This design comes from an exercise in tuning for small area and a short achievable clock period on the open sky130 flow, not from production work. Where RTL was checked, it was by simulation tests only, not by an equivalence proof against the original. Power is estimated from default activity; no workload was simulated.

==> inputs of sierra <==
## branch_predictor
module branch_predictor
#(
  parameter int XLEN     = bp_pkg::XLEN,
  parameter int IDX_BITS = bp_pkg::IDX_BITS
)
(
  input  logic                clk,
  input  logic                rst,
  input  logic                f_valid,
  input  logic [XLEN-1:0]     f_pc,
  output logic                p_valid,
  output logic                p_taken,
  output logic [XLEN-1:0]     p_target,
  input  logic                r_valid,
  input  logic                r_is_branch,
  input  logic [XLEN-1:0]     r_pc,
  input  logic                r_taken,
  input  logic [XLEN-1:0]     r_target,
  input  logic                r_pred_taken,
  input  logic [XLEN-1:0]     r_pred_target,
  output logic                mispredict,
  output logic [XLEN-1:0]     redirect_pc
  ,
  output logic [31:0]         stat_branches,
  output logic [31:0]         stat_mispredicts
);
clock: 5.2 ns
lec_check: 0
cap_margin: 20
core_margin: 2
core_utilization: 50
cts_cluster_diameter: 80
cts_cluster_size: 24
place_density: 0.72
setup_slack_margin: 2.6
slew_margin: 20
synth_hierarchical: 1
run.sh (not shown) runs the stock make flow with config.mk's settings and CLKGATE_MAP_FILE= SYNTH_SCRIPT=/design/flow/synth_recipe.tcl, a recipe that flattens the netlist after the stock synthesis.
==> willow (differences from sierra) <==
--- a/flow/config.mk
+++ b/flow/config.mk
@@ -7,10 +7,9 @@
 export LEC_CHECK = 0
 export CAP_MARGIN = 20
 export CORE_MARGIN = 2
 export CORE_UTILIZATION = 50
 export CTS_CLUSTER_DIAMETER = 80
 export CTS_CLUSTER_SIZE = 24
-export PLACE_DENSITY = 0.72
 export SETUP_SLACK_MARGIN = 2.6
 export SLEW_MARGIN = 20
 export SYNTH_HIERARCHICAL = 1
==> onyx (differences from sierra) <==
--- a/flow/design.v
+++ b/flow/design.v
@@ -74,75 +74,77 @@
   assign r_idx = bp_pkg::bp_index(r_pc);
   assign f_tag = bp_pkg::bp_tag(f_pc);
   assign r_tag = bp_pkg::bp_tag(r_pc);
   logic [ENTRIES-1:0]  f_sel_d;
   bp_dec #(.N(IDX_BITS)) u_fdec (.idx(f_idx), .sel(f_sel));
   bp_dec #(.N(IDX_BITS)) u_fdec_d (.idx(f_idx), .sel(f_sel_d));
-  logic [ENTRIES-1:0]  r_sel_w;
   bp_dec #(.N(IDX_BITS)) u_rdec (.idx(r_idx), .sel(r_sel));
-  bp_dec #(.N(IDX_BITS)) u_rdec_w (.idx(r_idx), .sel(r_sel_w));
-  logic [ENTRIES-1:0]      e_hit;
+  localparam int FW = 2 + TAG_W;
+  logic [ENTRIES*FW-1:0]   f_rows;
   logic [ENTRIES*XLEN-1:0] f_rows_d;
-  logic                    fe_hit_n;
-  logic [XLEN-1:0]         fe_tgt, fe_tgt_n;
-  for (genvar i = 0; i < ENTRIES; i++) begin : g_cam
-    bp_cam u (.tag(tag_q[i]), .ftag(f_tag), .v(valid_q[i]), .c1(ctr_q[i][1]), .hit(e_hit[i]));
-  end
+  logic [FW-1:0]           f_out, f_out_n;
+  logic [XLEN-1:0]         fe_tgt_n;
+  logic                    fe_valid, fe_ctr1;
+  logic [TAG_W-1:0]        fe_tag;
+  logic [XLEN-1:0]         fe_tgt;
   always_comb
-    for (int i = 0; i < ENTRIES; i++)
+    for (int i = 0; i < ENTRIES; i++) begin
+      f_rows[i*FW +: FW]       = {valid_q[i], ctr_q[i][1], tag_q[i]};
       f_rows_d[i*XLEN +: XLEN] = tgt_q[i];
-  bp_rd #(.W(1))    u_frd   (.sel(f_sel),   .rows(e_hit),    .qn(fe_hit_n));
+    end
+  bp_rd #(.W(FW))   u_frd   (.sel(f_sel),   .rows(f_rows),   .qn(f_out_n));
   bp_rd #(.W(XLEN)) u_frd_d (.sel(f_sel_d), .rows(f_rows_d), .qn(fe_tgt_n));
+  assign f_out  = ~f_out_n;
   assign fe_tgt = ~fe_tgt_n;
+  assign {fe_valid, fe_ctr1, fe_tag} = f_out;
   localparam int RW = 3 + TAG_W;
   logic [ENTRIES*RW-1:0] r_rows;
-  logic [RW-1:0]         r_out, r_out_n;
+  logic [RW-1:0]         r_out;
   logic                  re_valid;
   logic [1:0]            re_ctr;
+  logic [TAG_W-1:0]      re_tag;
+  logic [RW-1:0]         r_out_n;
   always_comb
     for (int i = 0; i < ENTRIES; i++)
       r_rows[i*RW +: RW] = {valid_q[i], ctr_q[i], tag_q[i]};
   bp_rd #(.W(RW)) u_rrd (.sel(r_sel), .rows(r_rows), .qn(r_out_n));
   assign r_out = ~r_out_n;
-  assign re_valid = r_out[RW-1];
-  assign re_ctr   = r_out[RW-2 -: 2];
+  assign {re_valid, re_ctr, re_tag} = r_out;
   logic                pq_upd, pq_taken, pq_hit;
   logic [IDX_BITS-1:0] pq_idx;
   logic [1:0]          pq_ctr, pq_sat, pq_ctr_new;
   logic                pq_wr;
   logic [ENTRIES-1:0]  pq_sel;
-  logic                rq_valid;
-  logic [TAG_W-1:0]    rq_tag_n, rq_rtag;
-  logic [2:0]          rq_w;
-  bp_match u_rm (.an(rq_tag_n), .b(rq_rtag), .v0(rq_valid), .v1(1'b1), .v2(1'b1), .w(rq_w));
-  assign pq_hit = &rq_w;
   sat_ctr2 u_ctr (
     .ctr      (pq_ctr),
     .taken    (pq_taken),
     .ctr_next (pq_sat)
   );
   assign pq_wr      = pq_upd && (pq_hit || pq_taken);
   assign pq_ctr_new = pq_hit ? pq_sat : bp_pkg::CTR_WT;
   bp_dec #(.N(IDX_BITS)) u_pdec (.idx(pq_idx), .sel(pq_sel));
-  logic       f_byp, r_byp, f_taken, upd, wr_all;
+  logic       f_byp, r_byp, f_ctr1, f_taken, r_hit, upd, wr_all;
   logic [1:0] r_ctr;
   assign f_byp   = pq_wr && (f_idx == pq_idx);
   assign r_byp   = pq_wr && (r_idx == pq_idx);
+  assign f_ctr1  = f_byp ? pq_ctr_new[1] : fe_ctr1;
   assign r_ctr   = r_byp ? pq_ctr_new : re_ctr;
   localparam int NTK = 4;
-  logic         f_bhit;
-  logic [NTK:0] f_tk;
-  assign f_bhit = (f_tag == rq_rtag) && pq_ctr_new[1];
+  logic [2:0]     f_w, r_w;
+  logic [NTK:0]   f_tk;
+  bp_match u_fm (.a(fe_tag), .b(f_tag), .v0(fe_valid), .v1(f_ctr1), .v2(f_valid), .w(f_w));
+  bp_match u_rm (.a(re_tag), .b(r_tag), .v0(re_valid), .v1(1'b1),   .v2(1'b1),    .w(r_w));
   for (genvar k = 0; k <= NTK; k++) begin : g_ftk
-    bp_tk u (.v(f_valid), .byp(f_byp), .bhit(f_bhit), .hit_n(fe_hit_n), .tk(f_tk[k]));
+    bp_and3 u (.a(f_w[0]), .b(f_w[1]), .c(f_w[2]), .z(f_tk[k]));
   end
+  bp_and3 u_rh (.a(r_w[0]), .b(r_w[1]), .c(r_w[2]), .z(r_hit));
   assign f_taken = f_tk[0];
   assign upd    = r_valid && r_is_branch;
   assign wr_all = upd && r_taken;            
   logic [ENTRIES-1:0] e_en, e_en_n, c_en, c_en_n;
-  bp_wen #(.N(ENTRIES)) u_ewen (.sel(r_sel_w),  .wr(wr_all), .en(e_en), .en_n(e_en_n));
+  bp_wen #(.N(ENTRIES)) u_ewen (.sel(r_sel),  .wr(wr_all), .en(e_en), .en_n(e_en_n));
   bp_wen #(.N(ENTRIES)) u_cwen (.sel(pq_sel), .wr(pq_wr),  .en(c_en), .en_n(c_en_n));
   logic [EW-1:0] e_nxt [ENTRIES];
   logic [1:0]    c_nxt [ENTRIES];
   for (genvar i = 0; i < ENTRIES; i++) begin : g_row
     bp_upd #(.W(EW)) u_e (.en(e_en[i]), .en_n(e_en_n[i]), .d({r_tag, r_target}),
                           .q({tag_q[i], tgt_q[i]}), .nxt(e_nxt[i]));
@@ -157,15 +159,13 @@
       valid_q <= valid_q | e_en;
       pq_upd  <= upd;
     end
   end
   always_ff @(posedge clk) begin
     pq_taken <= r_taken;
-    rq_valid <= re_valid;
-    rq_tag_n <= r_out_n[TAG_W-1:0];
-    rq_rtag  <= r_tag;
+    pq_hit   <= r_hit;
     pq_idx   <= r_idx;
     pq_ctr   <= r_ctr;
     for (int i = 0; i < ENTRIES; i++) begin
       {tag_q[i], tgt_q[i]} <= e_nxt[i];
       ctr_q[i]             <= c_nxt[i];
     end
@@ -265,42 +265,12 @@
 module bp_or8 (input logic [7:0] s, input logic [7:0] d, output logic z);
   assign z = |(s & d);
 endmodule
 module bp_nand4 (input logic a, b, c, d, output logic z);
   assign z = ~(a & b & c & d);
 endmodule
-module bp_cam
-(
-  input  logic [23:0] tag,
-  input  logic [23:0] ftag,
-  input  logic        v, c1,
-  output logic        hit
-);
-  logic [23:0] x;
-  logic [5:0]  y;
-  logic [1:0]  w;
-  for (genvar i = 0; i < 24; i++) begin : g_x
-    bp_xnor2 u (.a(tag[i]), .b(ftag[i]), .z(x[i]));
-  end
-  for (genvar i = 0; i < 6; i++) begin : g_y
-    bp_nand4 u (.a(x[4*i]), .b(x[4*i+1]), .c(x[4*i+2]), .d(x[4*i+3]), .z(y[i]));
-  end
-  for (genvar i = 0; i < 2; i++) begin : g_w
-    bp_nor3 u (.a(y[3*i]), .b(y[3*i+1]), .c(y[3*i+2]), .z(w[i]));
-  end
-  bp_and4 u_h (.a(w[0]), .b(w[1]), .c(v), .d(c1), .z(hit));
-endmodule
-module bp_tk (input logic v, byp, bhit, hit_n, output logic tk);
-  assign tk = v & (byp ? bhit : ~hit_n);
-endmodule
-module bp_and4 (input logic a, b, c, d, output logic z);
-  assign z = a & b & c & d;
-endmodule
-module bp_xnor2 (input logic a, b, output logic z);
-  assign z = ~(a ^ b);
-endmodule
 module bp_and3 (input logic a, b, c, output logic z);
   assign z = a & b & c;
 endmodule
 module bp_nand3 (input logic a, b, c, output logic z);
   assign z = ~(a & b & c);
 endmodule
@@ -310,14 +280,14 @@
 module bp_nor3 (input logic a, b, c, output logic z);
   assign z = ~(a | b | c);
 endmodule
 module bp_nor2 (input logic a, b, output logic z);
   assign z = ~(a | b);
 endmodule
-module bp_xor2 (input logic a, b, output logic z);
-  assign z = a ^ b;
+module bp_xnor2 (input logic a, b, output logic z);
+  assign z = ~(a ^ b);
 endmodule
 module bp_rd
 #(
   parameter int W = 8
 )
 (
@@ -343,21 +313,21 @@
     end
     bp_nor2 u_l5 (.a(z4[0]), .b(z4[1]), .z(qn[b]));
   end
 endmodule
 module bp_match
 (
-  input  logic [23:0] an,
+  input  logic [23:0] a,
   input  logic [23:0] b,
   input  logic        v0, v1, v2,
   output logic [2:0]  w
 );
   logic [23:0] x;
   logic [8:0]  y;
   for (genvar i = 0; i < 24; i++) begin : g_x
-    bp_xor2 u (.a(an[i]), .b(b[i]), .z(x[i]));
+    bp_xnor2 u (.a(a[i]), .b(b[i]), .z(x[i]));
   end
   for (genvar i = 0; i < 8; i++) begin : g_y
     bp_nand3 u (.a(x[3*i]), .b(x[3*i+1]), .c(x[3*i+2]), .z(y[i]));
   end
   bp_nand3 u_v (.a(v0), .b(v1), .c(v2), .z(y[8]));
   for (genvar i = 0; i < 3; i++) begin : g_w
--- a/flow/config.mk
+++ b/flow/config.mk
@@ -7,10 +7,9 @@
 export LEC_CHECK = 0
 export CAP_MARGIN = 20
 export CORE_MARGIN = 2
 export CORE_UTILIZATION = 50
 export CTS_CLUSTER_DIAMETER = 80
 export CTS_CLUSTER_SIZE = 24
-export PLACE_DENSITY = 0.72
 export SETUP_SLACK_MARGIN = 2.6
 export SLEW_MARGIN = 20
 export SYNTH_HIERARCHICAL = 1
==> comparison <==
- Power, highest first: willow, sierra, onyx.
- Register-to-register slack, highest first: willow, sierra, onyx.
- Between willow and onyx, the lower via count is in onyx (gap about 3%, measured against onyx).
- Flip-flop and latch count: sierra is higher than onyx (48).
- Between onyx and willow, the lower clock power is in onyx (gap about 2%, measured against willow).
- The lowest combinational power belongs to onyx, the highest to willow.
- In onyx the die area is smaller than in willow, by about 6.5%.
For onyx, only the layout was checked, not whether the RTL still works.

* * *

==> v24 <==
==> flow/design.v <==
package bp_pkg;
  localparam int XLEN     = 32;
  localparam int IDX_BITS = 6;
  localparam int TAG_W    = XLEN - IDX_BITS - 2;
  localparam logic [1:0] CTR_SNT = 2'b00;
  localparam logic [1:0] CTR_WNT = 2'b01;
  localparam logic [1:0] CTR_WT  = 2'b10;
  localparam logic [1:0] CTR_ST  = 2'b11;
  typedef struct packed {
    logic             valid;
    logic [TAG_W-1:0] tag;
    logic [XLEN-1:0]  target;
    logic [1:0]       ctr;
  } btb_entry_t;
  function automatic [IDX_BITS-1:0] bp_index(input [XLEN-1:0] pc);
    bp_index = pc[IDX_BITS+1:2];
  endfunction
  function automatic [TAG_W-1:0] bp_tag(input [XLEN-1:0] pc);
    bp_tag = pc[XLEN-1:IDX_BITS+2];
  endfunction
endpackage
module sat_ctr2
(
  input  logic [1:0] ctr,
  input  logic       taken,
  output logic [1:0] ctr_next
);
  always_comb begin
    ctr_next = ctr;
    if (taken) begin
      if (ctr != bp_pkg::CTR_ST) ctr_next = ctr + 2'd1;
    end else begin
      if (ctr != bp_pkg::CTR_SNT) ctr_next = ctr - 2'd1;
    end
  end
endmodule
module branch_predictor
#(
  parameter int XLEN     = bp_pkg::XLEN,
  parameter int IDX_BITS = bp_pkg::IDX_BITS
)
(
  input  logic                clk,
  input  logic                rst,
  input  logic                f_valid,
  input  logic [XLEN-1:0]     f_pc,
  output logic                p_valid,
  output logic                p_taken,
  output logic [XLEN-1:0]     p_target,
  input  logic                r_valid,
  input  logic                r_is_branch,
  input  logic [XLEN-1:0]     r_pc,
  input  logic                r_taken,
  input  logic [XLEN-1:0]     r_target,
  input  logic                r_pred_taken,
  input  logic [XLEN-1:0]     r_pred_target,
  output logic                mispredict,
  output logic [XLEN-1:0]     redirect_pc
  ,
  output logic [31:0]         stat_branches,
  output logic [31:0]         stat_mispredicts
);
  localparam int ENTRIES = 1 << IDX_BITS;
  localparam int TAG_W   = bp_pkg::TAG_W;
  localparam int EW      = TAG_W + XLEN;      
  logic [ENTRIES-1:0] valid_q;
  logic [1:0]         ctr_q   [ENTRIES];
  logic [TAG_W-1:0]   tag_q   [ENTRIES];
  logic [XLEN-1:0]    tgt_q   [ENTRIES];
  logic [IDX_BITS-1:0] f_idx, r_idx;
  logic [TAG_W-1:0]    f_tag, r_tag;
  logic [ENTRIES-1:0]  f_sel, r_sel;
  assign f_idx = bp_pkg::bp_index(f_pc);
  assign r_idx = bp_pkg::bp_index(r_pc);
  assign f_tag = bp_pkg::bp_tag(f_pc);
  assign r_tag = bp_pkg::bp_tag(r_pc);
  bp_dec #(.N(IDX_BITS)) u_fdec (.idx(f_idx), .sel(f_sel));
  bp_dec #(.N(IDX_BITS)) u_rdec (.idx(r_idx), .sel(r_sel));
  localparam int FW = 2 + EW;
  logic [ENTRIES*FW-1:0] f_rows;
  logic [FW-1:0]         f_out;
  logic                  fe_valid, fe_ctr1;
  logic [TAG_W-1:0]      fe_tag;
  logic [XLEN-1:0]       fe_tgt;
  logic [FW-1:0]         f_out_n;
  always_comb
    for (int i = 0; i < ENTRIES; i++)
      f_rows[i*FW +: FW] = {valid_q[i], ctr_q[i][1], tag_q[i], tgt_q[i]};
  bp_rd #(.W(FW)) u_frd (.sel(f_sel), .rows(f_rows), .qn(f_out_n));
  assign f_out = ~f_out_n;
  assign {fe_valid, fe_ctr1, fe_tag, fe_tgt} = f_out;
  localparam int RW = 3 + TAG_W;
  logic [ENTRIES*RW-1:0] r_rows;
  logic [RW-1:0]         r_out;
  logic                  re_valid;
  logic [1:0]            re_ctr;
  logic [TAG_W-1:0]      re_tag;
  logic [RW-1:0]         r_out_n;
  always_comb
    for (int i = 0; i < ENTRIES; i++)
      r_rows[i*RW +: RW] = {valid_q[i], ctr_q[i], tag_q[i]};
  bp_rd #(.W(RW)) u_rrd (.sel(r_sel), .rows(r_rows), .qn(r_out_n));
  assign r_out = ~r_out_n;
  assign {re_valid, re_ctr, re_tag} = r_out;
  logic                pq_upd, pq_taken, pq_hit;
  logic [IDX_BITS-1:0] pq_idx;
  logic [1:0]          pq_ctr, pq_sat, pq_ctr_new;
  logic                pq_wr;
  logic [ENTRIES-1:0]  pq_sel;
  sat_ctr2 u_ctr (
    .ctr      (pq_ctr),
    .taken    (pq_taken),
    .ctr_next (pq_sat)
  );
  assign pq_wr      = pq_upd && (pq_hit || pq_taken);
  assign pq_ctr_new = pq_hit ? pq_sat : bp_pkg::CTR_WT;
  bp_dec #(.N(IDX_BITS)) u_pdec (.idx(pq_idx), .sel(pq_sel));
  logic       f_byp, r_byp, f_ctr1, f_taken, r_hit, upd, wr_all;
  logic [1:0] r_ctr;
  assign f_byp   = pq_wr && (f_idx == pq_idx);
  assign r_byp   = pq_wr && (r_idx == pq_idx);
  assign f_ctr1  = f_byp ? pq_ctr_new[1] : fe_ctr1;
  assign r_ctr   = r_byp ? pq_ctr_new : re_ctr;
  logic f_miss, r_miss;
  bp_match u_fm (.a(fe_tag), .b(f_tag), .v0(fe_valid), .v1(f_ctr1), .v2(f_valid), .mn(f_miss));
  bp_match u_rm (.a(re_tag), .b(r_tag), .v0(re_valid), .v1(1'b1),   .v2(1'b1),    .mn(r_miss));
  assign f_taken = ~f_miss;
  assign r_hit   = ~r_miss;
  assign upd    = r_valid && r_is_branch;
  assign wr_all = upd && r_taken;            
  logic [ENTRIES-1:0] e_en, e_en_n, c_en, c_en_n;
  bp_wen #(.N(ENTRIES)) u_ewen (.sel(r_sel),  .wr(wr_all), .en(e_en), .en_n(e_en_n));
  bp_wen #(.N(ENTRIES)) u_cwen (.sel(pq_sel), .wr(pq_wr),  .en(c_en), .en_n(c_en_n));
  logic [EW-1:0] e_nxt [ENTRIES];
  logic [1:0]    c_nxt [ENTRIES];
  for (genvar i = 0; i < ENTRIES; i++) begin : g_row
    bp_upd #(.W(EW)) u_e (.en(e_en[i]), .en_n(e_en_n[i]), .d({r_tag, r_target}),
                          .q({tag_q[i], tgt_q[i]}), .nxt(e_nxt[i]));
    bp_upd #(.W(2))  u_c (.en(c_en[i]), .en_n(c_en_n[i]), .d(pq_ctr_new),
                          .q(ctr_q[i]), .nxt(c_nxt[i]));
  end
  always_ff @(posedge clk or posedge rst) begin
    if (rst) begin
      valid_q <= '0;
      pq_upd  <= 1'b0;
    end else begin
      valid_q <= valid_q | e_en;
      pq_upd  <= upd;
    end
  end
  always_ff @(posedge clk) begin
    pq_taken <= r_taken;
    pq_hit   <= r_hit;
    pq_idx   <= r_idx;
    pq_ctr   <= r_ctr;
    for (int i = 0; i < ENTRIES; i++) begin
      {tag_q[i], tgt_q[i]} <= e_nxt[i];
      ctr_q[i]             <= c_nxt[i];
    end
  end
  logic            mp_d;
  logic [XLEN-1:0] redir_d;
  always_comb begin
    mp_d    = 1'b0;
    redir_d = r_pc + {{(XLEN-3){1'b0}}, 3'd4};
    if (r_valid) begin
      if (r_is_branch) begin
        mp_d = (r_taken != r_pred_taken) ||
               (r_taken && r_pred_taken && (r_target != r_pred_target));
        if (r_taken) redir_d = r_target;
      end else begin
        mp_d = r_pred_taken;
      end
    end
  end
  logic [XLEN-1:0] p_tgt_q;
  always_ff @(posedge clk or posedge rst) begin
    if (rst) begin
      p_valid     <= 1'b0;
      p_taken     <= 1'b0;
      mispredict  <= 1'b0;
      redirect_pc <= '0;
    end else begin
      p_valid     <= f_valid;
      p_taken     <= f_taken;
      mispredict  <= mp_d;
      redirect_pc <= mp_d ? redir_d : '0;
    end
  end
  always_ff @(posedge clk)
    p_tgt_q <= fe_tgt;
  assign p_target = p_tgt_q & {XLEN{p_taken}};
  always_ff @(posedge clk or posedge rst) begin
    if (rst) begin
      stat_branches    <= '0;
      stat_mispredicts <= '0;
    end else begin
      if (upd && (stat_branches != 32'hFFFF_FFFF))
        stat_branches <= stat_branches + 32'd1;
      if (mp_d && (stat_mispredicts != 32'hFFFF_FFFF))
        stat_mispredicts <= stat_mispredicts + 32'd1;
    end
  end
endmodule
module bp_dec
#(
  parameter int N = 6
)
(
  input  logic [N-1:0]      idx,
  output logic [(1<<N)-1:0] sel
);
  always_comb
    for (int i = 0; i < (1 << N); i++)
      sel[i] = (idx == i[N-1:0]);
endmodule
module bp_wen
#(
  parameter int N = 64
)
(
  input  logic [N-1:0] sel,
  input  logic         wr,
  output logic [N-1:0] en,
  output logic [N-1:0] en_n
);
  assign en   = sel & {N{wr}};
  assign en_n = ~en;
endmodule
module bp_upd
#(
  parameter int W = 8
)
(
  input  logic         en,
  input  logic         en_n,
  input  logic [W-1:0] d,
  input  logic [W-1:0] q,
  output logic [W-1:0] nxt
);
  assign nxt = (d & {W{en}}) | (q & {W{en_n}});
endmodule
module bp_aoi22 (input logic a, b, c, d, output logic z);
  assign z = ~((a & b) | (c & d));
endmodule
module bp_or8 (input logic [7:0] s, input logic [7:0] d, output logic z);
  assign z = |(s & d);
endmodule
module bp_nand4 (input logic a, b, c, d, output logic z);
  assign z = ~(a & b & c & d);
endmodule
module bp_nand3 (input logic a, b, c, output logic z);
  assign z = ~(a & b & c);
endmodule
module bp_nand2 (input logic a, b, output logic z);
  assign z = ~(a & b);
endmodule
module bp_nor3 (input logic a, b, c, output logic z);
  assign z = ~(a | b | c);
endmodule
module bp_nor2 (input logic a, b, output logic z);
  assign z = ~(a | b);
endmodule
module bp_xnor2 (input logic a, b, output logic z);
  assign z = ~(a ^ b);
endmodule
module bp_rd
#(
  parameter int W = 8
)
(
  input  logic [63:0]   sel,
  input  logic [64*W-1:0] rows,
  output logic [W-1:0]  qn
);
  for (genvar b = 0; b < W; b++) begin : g_bit
    logic [7:0]  z2;
    logic [3:0]  z3;
    logic [1:0]  z4;
    for (genvar g = 0; g < 8; g++) begin : g_l2
      bp_or8 u (.s(sel[8*g +: 8]),
                .d({rows[(8*g+7)*W + b], rows[(8*g+6)*W + b], rows[(8*g+5)*W + b], rows[(8*g+4)*W + b],
                    rows[(8*g+3)*W + b], rows[(8*g+2)*W + b], rows[(8*g+1)*W + b], rows[(8*g)*W + b]}),
                .z(z2[g]));
    end
    for (genvar g = 0; g < 4; g++) begin : g_l3
      bp_nor2 u (.a(z2[2*g]), .b(z2[2*g+1]), .z(z3[g]));
    end
    for (genvar g = 0; g < 2; g++) begin : g_l4
      bp_nand2 u (.a(z3[2*g]), .b(z3[2*g+1]), .z(z4[g]));
    end
    bp_nor2 u_l5 (.a(z4[0]), .b(z4[1]), .z(qn[b]));
  end
endmodule
module bp_match
(
  input  logic [23:0] a,
  input  logic [23:0] b,
  input  logic        v0, v1, v2,
  output logic        mn
);
  logic [23:0] x;
  logic [8:0]  y;
  logic [2:0]  w;
  for (genvar i = 0; i < 24; i++) begin : g_x
    bp_xnor2 u (.a(a[i]), .b(b[i]), .z(x[i]));
  end
  for (genvar i = 0; i < 8; i++) begin : g_y
    bp_nand3 u (.a(x[3*i]), .b(x[3*i+1]), .c(x[3*i+2]), .z(y[i]));
  end
  bp_nand3 u_v (.a(v0), .b(v1), .c(v2), .z(y[8]));
  for (genvar i = 0; i < 3; i++) begin : g_w
    bp_nor3 u (.a(y[3*i]), .b(y[3*i+1]), .c(y[3*i+2]), .z(w[i]));
  end
  bp_nand3 u_m (.a(w[0]), .b(w[1]), .c(w[2]), .z(mn));
endmodule
==> flow/run.sh <==
#!/bin/bash
# synth_recipe.tcl (not shown) runs the flow's synth.tcl, then flattens the netlist and writes it again
# the make line also repeats each setting of config.mk as NAME=value (left out here)
make -C /OpenROAD-flow-scripts/flow DESIGN_CONFIG=/design/flow/config.mk WORK_HOME=/design/flow/orfs CLKGATE_MAP_FILE= SYNTH_SCRIPT=/design/flow/synth_recipe.tcl finish
==> flow/config.mk <==
export PLATFORM = sky130hd
export DESIGN_NAME = branch_predictor
export DESIGN_NICKNAME = branch_predictor
export VERILOG_FILES = /design/flow/design.v
export SDC_FILE = /design/flow/constraint.sdc
export NUM_CORES = 4
export LEC_CHECK = 0
export CAP_MARGIN = 20
export CORE_MARGIN = 2
export CORE_UTILIZATION = 50
export SETUP_SLACK_MARGIN = 2.0
export SLEW_MARGIN = 20
export SYNTH_HIERARCHICAL = 1
==> flow/constraint.sdc <==
create_clock -name core_clock -period 5.2 [get_ports {clk}]
set_input_delay 1.0400 -clock core_clock [delete_from_list [all_inputs] [get_ports {clk}]]
set_output_delay 1.0400 -clock core_clock [all_outputs]
set_load 0.01 [all_outputs]
==> v14 (differences from v24) <==
--- a/flow/design.v
+++ b/flow/design.v
@@ -76,24 +76,24 @@
   assign r_tag = bp_pkg::bp_tag(r_pc);
+  logic [ENTRIES-1:0]  f_sel_d;
   bp_dec #(.N(IDX_BITS)) u_fdec (.idx(f_idx), .sel(f_sel));
+  bp_dec #(.N(IDX_BITS)) u_fdec_d (.idx(f_idx), .sel(f_sel_d));
   bp_dec #(.N(IDX_BITS)) u_rdec (.idx(r_idx), .sel(r_sel));
-  localparam int FW = 2 + EW;
-  logic [ENTRIES*FW-1:0] f_rows;
-  logic [FW-1:0]         f_out;
-  logic                  fe_valid, fe_ctr1;
-  logic [TAG_W-1:0]      fe_tag;
-  logic [XLEN-1:0]       fe_tgt;
-  logic [FW-1:0]         f_out_n;
+  logic [ENTRIES-1:0]      e_hit;
+  logic [ENTRIES*XLEN-1:0] f_rows_d;
+  logic                    fe_hit_n;
+  logic [XLEN-1:0]         fe_tgt, fe_tgt_n;
+  for (genvar i = 0; i < ENTRIES; i++) begin : g_cam
+    bp_cam u (.tag(tag_q[i]), .ftag(f_tag), .v(valid_q[i]), .c1(ctr_q[i][1]), .hit(e_hit[i]));
+  end
   always_comb
     for (int i = 0; i < ENTRIES; i++)
-      f_rows[i*FW +: FW] = {valid_q[i], ctr_q[i][1], tag_q[i], tgt_q[i]};
-  bp_rd #(.W(FW)) u_frd (.sel(f_sel), .rows(f_rows), .qn(f_out_n));
-  assign f_out = ~f_out_n;
-  assign {fe_valid, fe_ctr1, fe_tag, fe_tgt} = f_out;
+      f_rows_d[i*XLEN +: XLEN] = tgt_q[i];
+  bp_rd #(.W(1))    u_frd   (.sel(f_sel),   .rows(e_hit),    .qn(fe_hit_n));
+  bp_rd #(.W(XLEN)) u_frd_d (.sel(f_sel_d), .rows(f_rows_d), .qn(fe_tgt_n));
+  assign fe_tgt = ~fe_tgt_n;
   localparam int RW = 3 + TAG_W;
   logic [ENTRIES*RW-1:0] r_rows;
-  logic [RW-1:0]         r_out;
+  logic [RW-1:0]         r_out, r_out_n;
   logic                  re_valid;
   logic [1:0]            re_ctr;
-  logic [TAG_W-1:0]      re_tag;
-  logic [RW-1:0]         r_out_n;
   always_comb
@@ -103,3 +103,4 @@
   assign r_out = ~r_out_n;
-  assign {re_valid, re_ctr, re_tag} = r_out;
+  assign re_valid = r_out[RW-1];
+  assign re_ctr   = r_out[RW-2 -: 2];
   logic                pq_upd, pq_taken, pq_hit;
@@ -109,2 +110,7 @@
   logic [ENTRIES-1:0]  pq_sel;
+  logic                rq_valid;
+  logic [TAG_W-1:0]    rq_tag_n, rq_rtag;
+  logic [2:0]          rq_w;
+  bp_match u_rm (.an(rq_tag_n), .b(rq_rtag), .v0(rq_valid), .v1(1'b1), .v2(1'b1), .w(rq_w));
+  assign pq_hit = &rq_w;
   sat_ctr2 u_ctr (
@@ -117,3 +123,3 @@
   bp_dec #(.N(IDX_BITS)) u_pdec (.idx(pq_idx), .sel(pq_sel));
-  logic       f_byp, r_byp, f_ctr1, f_taken, r_hit, upd, wr_all;
+  logic       f_byp, r_byp, f_taken, upd, wr_all;
   logic [1:0] r_ctr;
@@ -121,9 +127,11 @@
   assign r_byp   = pq_wr && (r_idx == pq_idx);
-  assign f_ctr1  = f_byp ? pq_ctr_new[1] : fe_ctr1;
   assign r_ctr   = r_byp ? pq_ctr_new : re_ctr;
-  logic f_miss, r_miss;
-  bp_match u_fm (.a(fe_tag), .b(f_tag), .v0(fe_valid), .v1(f_ctr1), .v2(f_valid), .mn(f_miss));
-  bp_match u_rm (.a(re_tag), .b(r_tag), .v0(re_valid), .v1(1'b1),   .v2(1'b1),    .mn(r_miss));
-  assign f_taken = ~f_miss;
-  assign r_hit   = ~r_miss;
+  localparam int NTK = 4;
+  logic         f_bhit;
+  logic [NTK:0] f_tk;
+  assign f_bhit = (f_tag == rq_rtag) && pq_ctr_new[1];
+  for (genvar k = 0; k <= NTK; k++) begin : g_ftk
+    bp_tk u (.v(f_valid), .byp(f_byp), .bhit(f_bhit), .hit_n(fe_hit_n), .tk(f_tk[k]));
+  end
+  assign f_taken = f_tk[0];
   assign upd    = r_valid && r_is_branch;
@@ -152,3 +160,5 @@
     pq_taken <= r_taken;
-    pq_hit   <= r_hit;
+    rq_valid <= re_valid;
+    rq_tag_n <= r_out_n[TAG_W-1:0];
+    rq_rtag  <= r_tag;
     pq_idx   <= r_idx;
@@ -176,2 +186,7 @@
   logic [XLEN-1:0] p_tgt_q;
+  logic [NTK-1:0]  p_tk_q;
+  always_ff @(posedge clk or posedge rst) begin
+    if (rst) p_tk_q <= '0;
+    else     p_tk_q <= f_tk[NTK:1];
+  end
   always_ff @(posedge clk or posedge rst) begin
@@ -191,3 +206,5 @@
     p_tgt_q <= fe_tgt;
-  assign p_target = p_tgt_q & {XLEN{p_taken}};
+  for (genvar k = 0; k < NTK; k++) begin : g_ptgt
+    assign p_target[k*XLEN/NTK +: XLEN/NTK] = p_tgt_q[k*XLEN/NTK +: XLEN/NTK] & {(XLEN/NTK){p_tk_q[k]}};
+  end
   always_ff @(posedge clk or posedge rst) begin
@@ -251,2 +268,35 @@
 endmodule
+module bp_cam
+(
+  input  logic [23:0] tag,
+  input  logic [23:0] ftag,
+  input  logic        v, c1,
+  output logic        hit
+);
+  logic [23:0] x;
+  logic [5:0]  y;
+  logic [1:0]  w;
+  for (genvar i = 0; i < 24; i++) begin : g_x
+    bp_xnor2 u (.a(tag[i]), .b(ftag[i]), .z(x[i]));
+  end
+  for (genvar i = 0; i < 6; i++) begin : g_y
+    bp_nand4 u (.a(x[4*i]), .b(x[4*i+1]), .c(x[4*i+2]), .d(x[4*i+3]), .z(y[i]));
+  end
+  for (genvar i = 0; i < 2; i++) begin : g_w
+    bp_nor3 u (.a(y[3*i]), .b(y[3*i+1]), .c(y[3*i+2]), .z(w[i]));
+  end
+  bp_and4 u_h (.a(w[0]), .b(w[1]), .c(v), .d(c1), .z(hit));
+endmodule
+module bp_tk (input logic v, byp, bhit, hit_n, output logic tk);
+  assign tk = v & (byp ? bhit : ~hit_n);
+endmodule
+module bp_and4 (input logic a, b, c, d, output logic z);
+  assign z = a & b & c & d;
+endmodule
+module bp_xnor2 (input logic a, b, output logic z);
+  assign z = ~(a ^ b);
+endmodule
+module bp_and3 (input logic a, b, c, output logic z);
+  assign z = a & b & c;
+endmodule
 module bp_nand3 (input logic a, b, c, output logic z);
@@ -263,4 +313,4 @@
 endmodule
-module bp_xnor2 (input logic a, b, output logic z);
-  assign z = ~(a ^ b);
+module bp_xor2 (input logic a, b, output logic z);
+  assign z = a ^ b;
 endmodule
@@ -296,6 +346,6 @@
 (
-  input  logic [23:0] a,
+  input  logic [23:0] an,
   input  logic [23:0] b,
   input  logic        v0, v1, v2,
-  output logic        mn
+  output logic [2:0]  w
 );
@@ -303,5 +353,4 @@
   logic [8:0]  y;
-  logic [2:0]  w;
   for (genvar i = 0; i < 24; i++) begin : g_x
-    bp_xnor2 u (.a(a[i]), .b(b[i]), .z(x[i]));
+    bp_xor2 u (.a(an[i]), .b(b[i]), .z(x[i]));
   end
@@ -314,3 +363,2 @@
   end
-  bp_nand3 u_m (.a(w[0]), .b(w[1]), .c(w[2]), .z(mn));
 endmodule
CTS_CLUSTER_DIAMETER = 80   (was unset)
CTS_CLUSTER_SIZE = 24   (was unset)
SETUP_SLACK_MARGIN = 2.6   (was 2.0)
==> results_dict.tcl <==
set metrics [dict create \
    outcome "no timing/DRC/antenna violations" \
    irDropWorstVdd_mv 0.290 \
    dp_slack_ns 0.432 \
    grt_pass1_wl_um 949000 \
    ys_top_cells_by_area "dfxtp_1, a22o_1, a22oi_1" \
    layout.nonclk_buf_share_pct 7.66 \
    postSynth.asyncResetShare_pct 4.19 \
    holdPathEnd "pq_idx[1]" \
    comb-power_w 0.00373 \
    grt_pass1_vias 135000 \
    seq_area_sq_mm 0.0793 \
    final_nets 14600 \
]
[end of results for v24]
==> results_dict.tcl <==
set metrics [dict create \
    cp.arrival_ns 2.00 \
    comb-power_w 0.00564 \
    dp_slack_ns 0.566 \
    grt_pass1_vias 133000 \
    ys_top_cells_by_area "dfxtp_1, a22o_1, xnor2_1" \
    postSynth.asyncResetShare_pct 4.23 \
    irDropWorstVdd_mv 0.286 \
    layout.nonclk_buf_share_pct 7.20 \
    top_layer_used "met5" \
    leakage_nw 68.0 \
    grt_pass1_wl_um 963000 \
    outcome "no timing/DRC/antenna violations" \
    seq_area_sq_mm 0.0803 \
]
[end of results for v14]

re-timing with driven ports:
Ports are ideal in the flow. The routed layouts listed here were re-timed in OpenROAD.
Step 1: set_driving_cell puts a clkbuf_16 on clk and a buf_2 on each other input, an assumption about the parent block.
Step 2 also shifts input and output timing later by t, the mid clock arrival at the registers, as if the neighbouring blocks saw the same clock.
a / b / c = no drivers / after step 1 / after step 2; a / b = the first two.
run	t (ns)	slack for setup (ns)	clock arrival spread, ns
sierra	1.034	2.330 / 2.260 / 1.263	0.079 / 0.079
willow	1.082	2.354 / 2.232 / 1.313	0.086 / 0.086
onyx	1.042	1.713 / 1.654 / 0.612	0.066 / 0.067
v24	1.073	1.821 / 1.852 / 0.822	0.060 / 0.060
v14	1.063	2.161 / 2.050 / 1.151	0.075 / 0.075
After both steps every run listed still meets setup and hold. For onyx, which loses most, drivers alone change the setup slack by -0.059 ns; drivers and shift together by -1.101 ns.
